Context: an optimization exercise on an open-source flow, tuned for small area, a short achievable clock period and few clock cycles per item. The choices shown serve that exercise and are no tape-out recipe. Function was checked by simulation only, so behaviour that the tests miss may differ from the original.

==> inputs of run D <==
==> flow/design.v (excerpt) <==
module conv_pe_top (
    input  logic          clk,
    input  logic          arst_n,
    input  logic          row_wr,
    input  logic [287:0]  row_data,
    input  logic          weight_wr,
    input  logic [1:0]    weight_filter,
    input  logic [1:0]    weight_row,
    input  logic [26:0]   weight_taps,
    output logic          busy,
    output logic          out_valid,
    output logic [4:0]    out_col,
    output logic [65:0]   out_data
);
clock: 8.0 ns
lec_check: 0
cap_margin: 20
core_margin: 2
core_utilization: 55
place_density: 0.68
setup_slack_margin: 4.92
slew_margin: 20
standard.sh (not shown) runs the stock make flow with config.mk's settings and CLKGATE_MAP_FILE= SYNTH_SCRIPT=/design/flow/synth_recipe.tcl, a recipe that flattens the netlist after the stock synthesis.
==> flow/flow/run.sh <==
#!/bin/bash
# Own layout flow: the standard layout (standard.sh) with these changes.
# 1. Synthesis skips the generic ABC pass inside Yosys's "synth" fine stage
#    (synth -noabc), so the hand-built full-adder trees in kernel_mac.sv reach
#    extract_fa unchanged instead of being restructured first (which made
#    extract_fa put an inverter at most adder pins).  Everything else,
#    registers included, is the standard synthesis script.
# 2. Port buffers are buf_2 cells instead of the delay cell
#    (clkdlybuf4s50_1) that buffer_ports picks by default.  Every input and
#    output port still gets its own buffer.
# 3. Clock tree synthesis clusters up to 25 sinks within 95 um per leaf buffer and adds
#    no dummy loads (a balanced H-tree from the clock port as usual, every
#    register reached through clock buffers).
# Every tool's output goes to flow_make.log in the work folder; ORFS also
# keeps its per-step logs under orfs/logs.
set -euo pipefail
work=$(pwd)
sed 's/yosys synth -nofsm -noshare /yosys synth -nofsm -noshare -noabc /' \
    synth_recipe.tcl > "$work/noabc_synth.tcl"
grep -q -- '-noabc' "$work/noabc_synth.tcl"
bash standard.sh SYNTH_SCRIPT="$work/noabc_synth.tcl" \
    BUFFER_PORTS_ARGS="-buffer_cell sky130_fd_sc_hd__buf_2" \
    CTS_ARGS="-sink_clustering_enable -repair_clock_nets -dont_use_dummy_load -sink_clustering_size 25 -sink_clustering_max_diameter 95" \
    finish > "$work/flow_make.log" 2>&1
==> inputs of run C, as changes to run D <==
--- a/flow/config.mk
+++ b/flow/config.mk
@@ -11,3 +11,3 @@
 export PLACE_DENSITY = 0.68
-export SETUP_SLACK_MARGIN = 4.92
+export SETUP_SLACK_MARGIN = 4.85
 export SLEW_MARGIN = 20
==> inputs of run M, as changes to run D <==
--- a/flow/flow/run.sh
+++ b/flow/flow/run.sh
@@ -1,3 +1,3 @@
 #!/bin/bash
-# Own layout flow: the standard layout (standard.sh) with these changes.
+# Own layout flow: the standard layout (standard.sh) with two changes.
 # 1. Synthesis skips the generic ABC pass inside Yosys's "synth" fine stage
@@ -10,5 +10,2 @@
 #    output port still gets its own buffer.
-# 3. Clock tree synthesis clusters up to 25 sinks within 95 um per leaf buffer and adds
-#    no dummy loads (a balanced H-tree from the clock port as usual, every
-#    register reached through clock buffers).
 # Every tool's output goes to flow_make.log in the work folder; ORFS also
@@ -22,3 +19,2 @@
     BUFFER_PORTS_ARGS="-buffer_cell sky130_fd_sc_hd__buf_2" \
-    CTS_ARGS="-sink_clustering_enable -repair_clock_nets -dont_use_dummy_load -sink_clustering_size 25 -sink_clustering_max_diameter 95" \
     finish > "$work/flow_make.log" 2>&1
--- a/flow/config.mk
+++ b/flow/config.mk
@@ -11,3 +11,3 @@
 export PLACE_DENSITY = 0.68
-export SETUP_SLACK_MARGIN = 4.92
+export SETUP_SLACK_MARGIN = 4.85
 export SLEW_MARGIN = 20
==> qor summary <==
item                                                                        run M                     run D                     run C
Slew HR                                                                    0.1851                    0.2482                    0.2252
TritonCTS buffer count                                                        217                       103                       103
Outcome                                                  timing/DRC/antenna clean  timing/DRC/antenna clean  timing/DRC/antenna clean
H-Tree Level Count                                                              4                         3                         3
Latest clock arrival within the worst-skew pair                            940 ps                    860 ps                    860 ps
Combined global-route utilization of all metal layers                      0.3749                    0.3695                    0.3693
Wire length on met1                                                      136.4 mm                  135.7 mm                  135.5 mm
Antenna violations before repair                                               50                        60                        62
Worst Path Arrival                                                        3920 ps                   3730 ps                   3890 ps
Worst reg2reg endpoint                                    g_mac[2].u_mac.t0_q[70]  g_mac[1].u_mac.t0_q[168]  g_mac[2].u_mac.t0_q[176]
Share of the final layout cell area in multi-input gates                   0.4869                    0.5075                    0.5071
Testbench counts of run D, summed over its fixed seeds: cycles 9,160, results 9,120.
Testbench counts of run C, summed over its fixed seeds: cycles 9,160, results 9,120.
Testbench counts of run M, summed over its fixed seeds: cycles 9,160, results 9,120.

========
==> v34: inputs <==
Starting RTL as in the previous note.
export LEC_CHECK = 0
export CAP_MARGIN = 20
export CORE_MARGIN = 2
export CORE_UTILIZATION = 55
export PLACE_DENSITY = 0.68
export SETUP_SLACK_MARGIN = 4.92
export SLEW_MARGIN = 20
create_clock -name core_clock -period 8.0 [get_ports {clk}]
==> flow/flow/run.sh <==
#!/bin/bash
# Own layout flow: the standard layout (standard.sh) with these changes.
# 1. Synthesis skips the generic ABC pass inside Yosys's "synth" fine stage
#    (synth -noabc), so the hand-built full-adder trees in kernel_mac.sv reach
#    extract_fa unchanged instead of being restructured first (which made
#    extract_fa put an inverter at most adder pins).  Everything else,
#    registers included, is the standard synthesis script.
# 2. Port buffers are buf_2 cells instead of the delay cell
#    (clkdlybuf4s50_1) that buffer_ports picks by default.  Every input and
#    output port still gets its own buffer.
# 3. Clock tree synthesis clusters up to 20 sinks within 80 um per leaf buffer and adds
#    no dummy loads (a balanced H-tree from the clock port as usual, every
#    register reached through clock buffers).
# Every tool's output goes to flow_make.log in the work folder; ORFS also
# keeps its per-step logs under orfs/logs.
set -euo pipefail
work=$(pwd)
sed 's/yosys synth -nofsm -noshare /yosys synth -nofsm -noshare -noabc /' \
    synth_recipe.tcl > "$work/noabc_synth.tcl"
grep -q -- '-noabc' "$work/noabc_synth.tcl"
bash standard.sh SYNTH_SCRIPT="$work/noabc_synth.tcl" \
    BUFFER_PORTS_ARGS="-buffer_cell sky130_fd_sc_hd__buf_2" \
    CTS_ARGS="-sink_clustering_enable -repair_clock_nets -dont_use_dummy_load -sink_clustering_size 20 -sink_clustering_max_diameter 80" \
    finish > "$work/flow_make.log" 2>&1
==> v29 (differences from v34) <==
SETUP_SLACK_MARGIN = 4.85   (was 4.92)
==> summary.txt <==
result of the run timing/DRC/antenna clean; wire length on met2 177 mm; met1 Resource Use GR 0.463; Critical path origin u_rows.win_col[4]; r2r setup slk 4870 ps; slew of the pin with the lowest slew margin around 1200 ps
-- figures above: v34

==> summary.txt <==
Critical path origin u_rows.win_col[0]; slew of the pin with the lowest slew margin 1160 ps; wire length on met2 ~180 mm; r2r setup slk 4830 ps; result of the run timing/DRC/antenna clean; met1 Resource Use GR 0.461
-- figures above: v29

Testbench counts of v34, summed over its fixed seeds: cycles 9,160, results 9,120.
Testbench counts of v29, summed over its fixed seeds: cycles 9,160, results 9,120.

static timing again, ports no longer ideal:
The results above use ideal ports. As a check the final layouts listed here were re-extracted and re-timed, cells and wires unchanged. Step 1 (the two cells are an assumption about what drives the block):
set clk [get_ports {clk}]
set_driving_cell -lib_cell sky130_fd_sc_hd__clkbuf_16 $clk
set_driving_cell -lib_cell sky130_fd_sc_hd__buf_2 [delete_from_list [all_inputs] $clk]
Step 2 times the ports against the registers' clock, not the clock port: input delays grow and output delays shrink by t, the midpoint of the rising clock arrivals with the driver on. Three values: no drivers, after step 1, after step 2; two values: the first two.
run	t (ns)	setup slack, ns	slew at the worst register clock pin (ns)
run D	0.904	4.906 / 4.849 / 4.295	0.12 / 0.12
run C	0.908	4.836 / 4.804 / 4.073	0.11 / 0.11
run M	0.976	4.803 / 4.802 / 4.012	0.07 / 0.07
v34	0.903	4.869 / 4.869 / 4.232	0.09 / 0.09
v29	0.904	4.829 / 4.773 / 4.197	0.09 / 0.09
After both steps setup and hold are still met in every run listed. The setup slack of run M, which loses most, moves by -0.001 ns with the drivers and by -0.791 ns with both steps.
